This is an optimization exercise on Yosys and OpenROAD, whose aim is small area and a short achievable clock period, not a production implementation. RTL that was checked went through simulation tests only; none was proved equivalent to the original. Power figures rest on the tool's default switching activity, not on a simulated workload.

== trial 83 ==
==> flow/design.v (excerpt) <==
module fetch_queue #(
  parameter int DEPTH = 16,
  parameter int XLEN  = 64
) (
  input  logic                     clk,
  input  logic                     rst,
  input  logic [XLEN-1:0]          in_instr1,
  input  logic [XLEN-1:0]          in_instr2,
  input  logic [XLEN-1:0]          in_instr3,
  input  logic [XLEN-1:0]          in_instr4,
  input  logic [XLEN-1:0]          in_target1,
  input  logic [XLEN-1:0]          in_target2,
  input  logic [XLEN-1:0]          in_target3,
  input  logic [XLEN-1:0]          in_target4,
  input  logic                     in_taken1,
  input  logic                     in_taken2,
  input  logic                     in_taken3,
  input  logic                     in_taken4,
  input  logic                     in_valid1,
  input  logic                     in_valid2,
  input  logic                     in_valid3,
  input  logic                     in_valid4,
  output logic                     in_ready,
  output logic                     fetch_stall,
  input  logic                     flush,
  output logic [XLEN-1:0]          out_instr1,
  output logic [XLEN-1:0]          out_instr2,
  output logic [XLEN-1:0]          out_target1,
  output logic [XLEN-1:0]          out_target2,
  output logic                     out_taken1,
  output logic                     out_taken2,
  output logic                     out_valid1,
  output logic                     out_valid2,
  input  logic                     dec_ready,
  output logic [$clog2(DEPTH):0]   count
);
Size in the first run: ~7900 cells after synthesis, about 2400 flip-flops, roughly 790 I/O pins, roughly 100000 µm² of cells after synthesis.
Settings: LEC_CHECK=0, CAP_MARGIN=30, CORE_MARGIN=2, CORE_UTILIZATION=38, CTS_CLUSTER_DIAMETER=80, CTS_CLUSTER_SIZE=25, PLACE_DENSITY=0.5, SETUP_SLACK_MARGIN=3.8, SLEW_MARGIN=20, SYNTH_HIERARCHICAL=1, TNS_END_PERCENT=0; clock period 6.0 ns.
standard.sh (not shown) runs the stock make flow with config.mk's settings and CLKGATE_MAP_FILE= SYNTH_SCRIPT=/design/flow/synth_recipe.tcl, a recipe that flattens the netlist after the stock synthesis.
==> flow/flow/run.sh <==
#!/bin/bash
# The standard layout, with three changes:
#  - plain buffers (instead of the delay-cell buffers buffer_ports picks by default) on the
#    input and output ports;
#  - sky130_fd_sc_hd__a222oi_1 (three series p-transistors, no stronger size to upsize to)
#    added to the platform's don't-use list, so synthesis maps the wide and-or muxes to
#    faster cells;
#  - MATCH_CELL_FOOTPRINT=0, so timing repair may size a cell up to a wider footprint.
set -euo pipefail
export BUFFER_PORTS_ARGS="-buffer_cell sky130_fd_sc_hd__buf_2"
platform_dont_use=$(sed -n '/^export DONT_USE_CELLS/,/^#/p' "$FLOW_HOME/platforms/sky130hd/config.mk" \
  | grep -o 'sky130_fd_sc_hd__[a-z0-9_]*' | tr '\n' ' ')
bash standard.sh "DONT_USE_CELLS=sky130_fd_sc_hd__a222oi_1 $platform_dont_use" MATCH_CELL_FOOTPRINT=0 finish > standard.log 2>&1
The inputs of trial 20 differ from those of trial 83 as listed below.
--- a/flow/design.v
+++ b/flow/design.v
@@ -61,13 +61,13 @@
   assign w_rdy = !(|r_coh[DEPTH:DEPTH-3]);
   assign w_v1  = !r_coh[0];
   assign w_v2  = !(r_coh[0] | r_coh[1]);
   assign w_v3  = !(r_coh[0] | r_coh[1] | r_coh[2]);
   assign w_v4  = !(r_coh[0] | r_coh[1] | r_coh[2] | r_coh[3]);
   assign w_env = {4{w_rdy}} & w_v;
-  localparam int NG = 3;
+  localparam int NG = 2;
   logic [NB*4-1:0]  w_sel [NG];        
   logic [NB*NR-1:0] w_we  [NG];        
   logic [6:0]       w_o1_sel [NG], w_o2_sel [NG];    
   logic [NH-1:0]    w_es [NG], w_os [NG];            
   logic [NB*NR-1:0] w_wrow;
   for (genvar b = 0; b < NB; b++) begin : g_wrow
@@ -271,30 +271,21 @@
   output logic [6:0]  o2_sel
 );
   for (genvar i = 0; i < 8; i++) begin : g_rd
     assign es[i] = hoh[(2 * i + 14) % 16] | hoh[(2 * i + 13) % 16];
     assign os[i] = hoh[(2 * i + 15) % 16] | hoh[(2 * i + 14) % 16];
   end
-  logic [3:0] atl;                     
-  assign atl[0] = |v;
-  assign atl[1] = (v[0] & v[1]) | (v[2] & v[3]) | ((v[0] | v[1]) & (v[2] | v[3]));
-  assign atl[2] = (v[0] & v[1] & (v[2] | v[3])) | (v[2] & v[3] & (v[0] | v[1]));
-  assign atl[3] = &v;
   always_comb begin
     logic [3:0] x;
     for (int b = 0; b < 4; b++) begin
       for (int k = 0; k < 4; k++) begin
         for (int d = 0; d < 4; d++) x[d] = tb[(b - d + 4) % 4];    
         for (int j = 0; j < k; j++) x = v[j] ? (x >> 1) : x;
         sel[b*4 + k] = v[k] & x[0];
       end
-      for (int r = 0; r < 4; r++) begin
-        we[b*4 + r] = 1'b0;
-        for (int d = 0; d < 4; d++)
-          we[b*4 + r] = we[b*4 + r] | (rdy & wrow[b*4 + r] & tb[(b - d + 4) % 4] & atl[d]);
-      end
+      for (int r = 0; r < 4; r++) we[b*4 + r] = rdy & wrow[b*4 + r];
     end
   end
   logic o1_hold, o1_s2, o1_c0;
   logic o2_hold, o2_s3, o2_c0, o2_c1;
   assign o1_hold = !dec_ready & v1;
   assign o1_s2   = dec_ready & v3;
## What came out
- Relative to trial 83, cell area has gone down in trial 20.
- Compared with trial 83, in trial 20 xor and xnor area share after synthesis barely changed, detailed-route wire length on metal 1 climbed 5.5%, number of ports placed on the die boundary barely changed, final routed wirelength across all metal layers climbed 31000 µm, highest clock rate dropped 1.4%.
- Wire length of the first global-routing pass delta for trial 20 relative to trial 83: 5.5% higher
- Trial 20 and trial 83 ended up with nearly the same effective utilization at floorplan.
- Trial 20 vs trial 83, layout inverter count without the clock tree went down by 16.
- Trial 20 ended with more actual slew at the worst max-slew pin than trial 83.
- Run comparison: trial 83 capture point of the worst path r_e[10][40]$_DFFE_PP_; trial 20 capture point of the worst path r_e[1][91]$_DFFE_PP_
No run of this note included a check of the RTL's function; only the layout flow was run.

========
Another version of the RTL of fetch_queue (not shown whole).
Size: roughly 8100 cells after synthesis, roughly 790 I/O pins.
==> module fetch_queue_sel, before the edit <==
module fetch_queue_sel (
  input  logic [3:0]  v,               
  input  logic        dec_ready,
  input  logic [3:0]  tb,              
  input  logic [15:0] wrow,            
  input  logic        rdy,             
  input  logic        v1, v2, v3, v4,  
  input  logic        hodd,            
  output logic [15:0] sel,             
  output logic [15:0] we,              
  output logic [6:0]  o1_sel,          
  output logic [6:0]  o2_sel
);
  logic [3:0] atl;                     
  assign atl[0] = |v;
  assign atl[1] = (v[0] & v[1]) | (v[2] & v[3]) | ((v[0] | v[1]) & (v[2] | v[3]));
  assign atl[2] = (v[0] & v[1] & (v[2] | v[3])) | (v[2] & v[3] & (v[0] | v[1]));
  assign atl[3] = &v;
  always_comb begin
    logic [3:0] x;
    for (int b = 0; b < 4; b++) begin
      for (int k = 0; k < 4; k++) begin
        for (int d = 0; d < 4; d++) x[d] = tb[(b - d + 4) % 4];    
        for (int j = 0; j < k; j++) x = v[j] ? (x >> 1) : x;
        sel[b*4 + k] = v[k] & x[0];
      end
      for (int r = 0; r < 4; r++) begin
        we[b*4 + r] = 1'b0;
        for (int d = 0; d < 4; d++)
          we[b*4 + r] = we[b*4 + r] | (rdy & wrow[b*4 + r] & tb[(b - d + 4) % 4] & atl[d]);
      end
    end
  end
  logic o1_hold, o1_s2, o1_c0;
  logic o2_hold, o2_s3, o2_c0, o2_c1;
  assign o1_hold = !dec_ready & v1;
  assign o1_s2   = dec_ready & v3;
  assign o1_c0   = !o1_hold & !o1_s2;
  assign o2_hold = !dec_ready & v2;
  assign o2_s3   = dec_ready & v4;
  assign o2_c0   = dec_ready ? (v3 & !v4) : (v1 & !v2);
  assign o2_c1   = !o2_hold & !o2_s3 & !o2_c0;
  always_comb begin
    logic [1:0] x;
    for (int k = 0; k < 4; k++) begin
      x = {o2_c1, o2_c0};              
      for (int j = 0; j < k; j++) x = v[j] ? {1'b0, x[1]} : x;
      o2_sel[3 + k] = v[k] & x[0];
      o1_sel[3 + k] = v[k] & o1_c0 & ((v & ((4'd1 << k) - 4'd1)) == 4'd0);
    end
  end
  assign o1_sel[2:0] = {o1_s2 & hodd, o1_s2 & !hodd, o1_hold};
  assign o2_sel[2:0] = {o2_s3 & !hodd, o2_s3 & hodd, o2_hold};
endmodule
clock: 6.0 ns
lec_check: 0
cap_margin: 20
core_margin: 2
core_utilization: 38
cts_cluster_diameter: 80
cts_cluster_size: 25
place_density: 0.5
setup_slack_margin: 3.8
slew_margin: 20
synth_hierarchical: 1
tns_end_percent: 0
==> flow/flow/run.sh <==
#!/bin/bash
# The standard layout, with two changes:
#  - plain buffers (instead of the delay-cell buffers buffer_ports picks by default) on the
#    input and output ports;
#  - sky130_fd_sc_hd__a222oi_1 (three series p-transistors, no stronger size to upsize to)
#    added to the platform's don't-use list, so synthesis maps the wide and-or muxes to
#    faster cells.
set -euo pipefail
export BUFFER_PORTS_ARGS="-buffer_cell sky130_fd_sc_hd__buf_2"
platform_dont_use=$(sed -n '/^export DONT_USE_CELLS/,/^#/p' "$FLOW_HOME/platforms/sky130hd/config.mk" \
  | grep -o 'sky130_fd_sc_hd__[a-z0-9_]*' | tr '\n' ' ')
bash standard.sh "DONT_USE_CELLS=sky130_fd_sc_hd__a222oi_1 $platform_dont_use" finish > standard.log 2>&1
The baseline passed the timing, DRC and antenna checks.
==> next run, changes <==
--- a/flow/design.v
+++ b/flow/design.v
@@ -270,26 +270,19 @@
   output logic [15:0] we,              
   output logic [6:0]  o1_sel,          
   output logic [6:0]  o2_sel
 );
-  logic [3:0] atl;                     
-  assign atl[0] = |v;
-  assign atl[1] = (v[0] & v[1]) | (v[2] & v[3]) | ((v[0] | v[1]) & (v[2] | v[3]));
-  assign atl[2] = (v[0] & v[1] & (v[2] | v[3])) | (v[2] & v[3] & (v[0] | v[1]));
-  assign atl[3] = &v;
   always_comb begin
     logic [3:0] x;
+    logic       wb;
     for (int b = 0; b < 4; b++) begin
       for (int k = 0; k < 4; k++) begin
         for (int d = 0; d < 4; d++) x[d] = tb[(b - d + 4) % 4];    
         for (int j = 0; j < k; j++) x = v[j] ? (x >> 1) : x;
         sel[b*4 + k] = v[k] & x[0];
       end
-      for (int r = 0; r < 4; r++) begin
-        we[b*4 + r] = 1'b0;
-        for (int d = 0; d < 4; d++)
-          we[b*4 + r] = we[b*4 + r] | (rdy & wrow[b*4 + r] & tb[(b - d + 4) % 4] & atl[d]);
-      end
+      wb = rdy & (|sel[b*4 +: 4]);
+      for (int r = 0; r < 4; r++) we[b*4 + r] = wb & wrow[b*4 + r];
     end
   end
   logic o1_hold, o1_s2, o1_c0;
   logic o2_hold, o2_s3, o2_c0, o2_c1;
What happened: Flip-flop and latch count is unchanged. Area after synthesis stays flat. Setup slack stays flat. Global-route usage stays flat. Total power falls by 1.6%. Combinational power barely changes. Die area barely changes. Hold slack barely changes. Synthesized cell count stays the same.
No run of this note included a check of the RTL's function; only the layout flow was run.

========
the baseline:
fetch_queue, a different RTL version from the one above (not shown whole).
Size: roughly 8000 cells after synthesis, roughly 110000 um2 of cells after synthesis.
clock: 6.0 ns
lec_check: 0
cap_margin: 30
core_margin: 2
core_utilization: 38
cts_cluster_diameter: 80
cts_cluster_size: 25
place_density: 0.5
setup_slack_margin: 3.8
slew_margin: 20
synth_hierarchical: 1
tns_end_percent: 0
Scripts as last shown in full above: flow/flow/run.sh
The flow did not stop early for the baseline: all stages ran, and the layout cleared the timing, DRC and antenna checks.
Input-level comparison between the candidate and the baseline:
--- a/flow/design.v
+++ b/flow/design.v
@@ -56,23 +56,23 @@
   assign w_slot[0] = {in_taken1, in_target1, in_instr1};
   assign w_slot[1] = {in_taken2, in_target2, in_instr2};
   assign w_slot[2] = {in_taken3, in_target3, in_instr3};
   assign w_slot[3] = {in_taken4, in_target4, in_instr4};
   assign w_v       = {in_valid4, in_valid3, in_valid2, in_valid1};
   assign w_rdy = !(|r_coh[DEPTH:DEPTH-3]);
   assign w_v1  = !r_coh[0];
   assign w_v2  = !(r_coh[0] | r_coh[1]);
   assign w_v3  = !(r_coh[0] | r_coh[1] | r_coh[2]);
   assign w_v4  = !(r_coh[0] | r_coh[1] | r_coh[2] | r_coh[3]);
   assign w_env = {4{w_rdy}} & w_v;
-  localparam int NG = 4;
+  localparam int NG = 2;
   logic [NB*4-1:0]  w_sel [NG];        
   logic [NB*NR-1:0] w_we  [NG];        
   logic [6:0]       w_o1_sel [NG], w_o2_sel [NG];    
   logic [NH-1:0]    w_es [NG], w_os [NG];            
   logic [NB*NR-1:0] w_wrow;
   for (genvar b = 0; b < NB; b++) begin : g_wrow
     assign w_wrow[b*NR +: NR] = r_wrow[b];
   end
   for (genvar g = 0; g < NG; g++) begin : g_sel
     fetch_queue_sel u_sel (
       .v        (w_v),
==> notes.md <==
- No stage failed in the candidate, and the final checks on the layout all came back clean.
- TritonCTS buffer count came out higher on the candidate than on the baseline.
- Number of inserted filler cells in the final layout | the candidate below the baseline
- Of the candidate and the baseline, the run reporting the higher share of post-route cells with drive strength above 1 was the candidate.
- The candidate vs the baseline — setup slack rose 0.027 ns.
- Wire: the candidate routes more than the baseline
- Diff the baseline -> the candidate: post-synthesis instance total decreased 4.0%; sequential cell area share went up.
- The beginning of the critical path comes out r_coh[3] in one run and r_tb[3] in the other, namely in the baseline and the candidate respectively.
- Post-route total power came out higher on the candidate than on the baseline.
- Going from the baseline to the candidate, the tap cell count was found to have gone down by 135.

## port drivers added, routing unchanged
The flow's constraints put no driver on any port. The routed layouts listed below were extracted and timed again, unchanged, in two steps.
Step 1, drivers: a clkbuf_16 drives clk and a buf_2 each remaining input, both assumed.
Step 2 also shifts input and output timing later by t, the mid clock arrival at the registers, as if the neighbouring blocks saw the same clock.
Slacks: no drivers / after step 1 / after step 2; pairs: no drivers / after step 1.
| run | shift t [ns] | setup slack, ns | worst setup path after step 2 | clock arrival spread, ns | slew at the worst register clock pin (ns) |
|---|---|---|---|---|---|
| trial 83 | 0.955 | 3.274 / 3.188 / 2.233 | input to register | 0.122 / 0.122 | 0.11 / 0.11 |
| trial 20 | 0.950 | 3.236 / 3.248 / 2.299 | input to register | 0.045 / 0.045 | 0.11 / 0.11 |
| the first run of note 2 | 0.961 | 3.203 / 3.093 / 2.132 | input to register | 0.060 / 0.060 | 0.11 / 0.11 |
| the second run of note 2 | 0.943 | 3.202 / 3.025 / 2.082 | input to register | 0.067 / 0.066 | 0.11 / 0.11 |
| the baseline | 0.916 | 3.193 / 2.996 / 2.080 | input to register | 0.063 / 0.063 | 0.11 / 0.11 |
| the candidate | 0.930 | 3.220 / 3.220 / 2.355 | input to register | 0.065 / 0.066 | 0.10 / 0.10 |
After both steps every run listed still meets setup and hold. The setup slack of the second run of note 2, which loses most, moves by -0.177 ns with the drivers and by -1.120 ns with both steps.
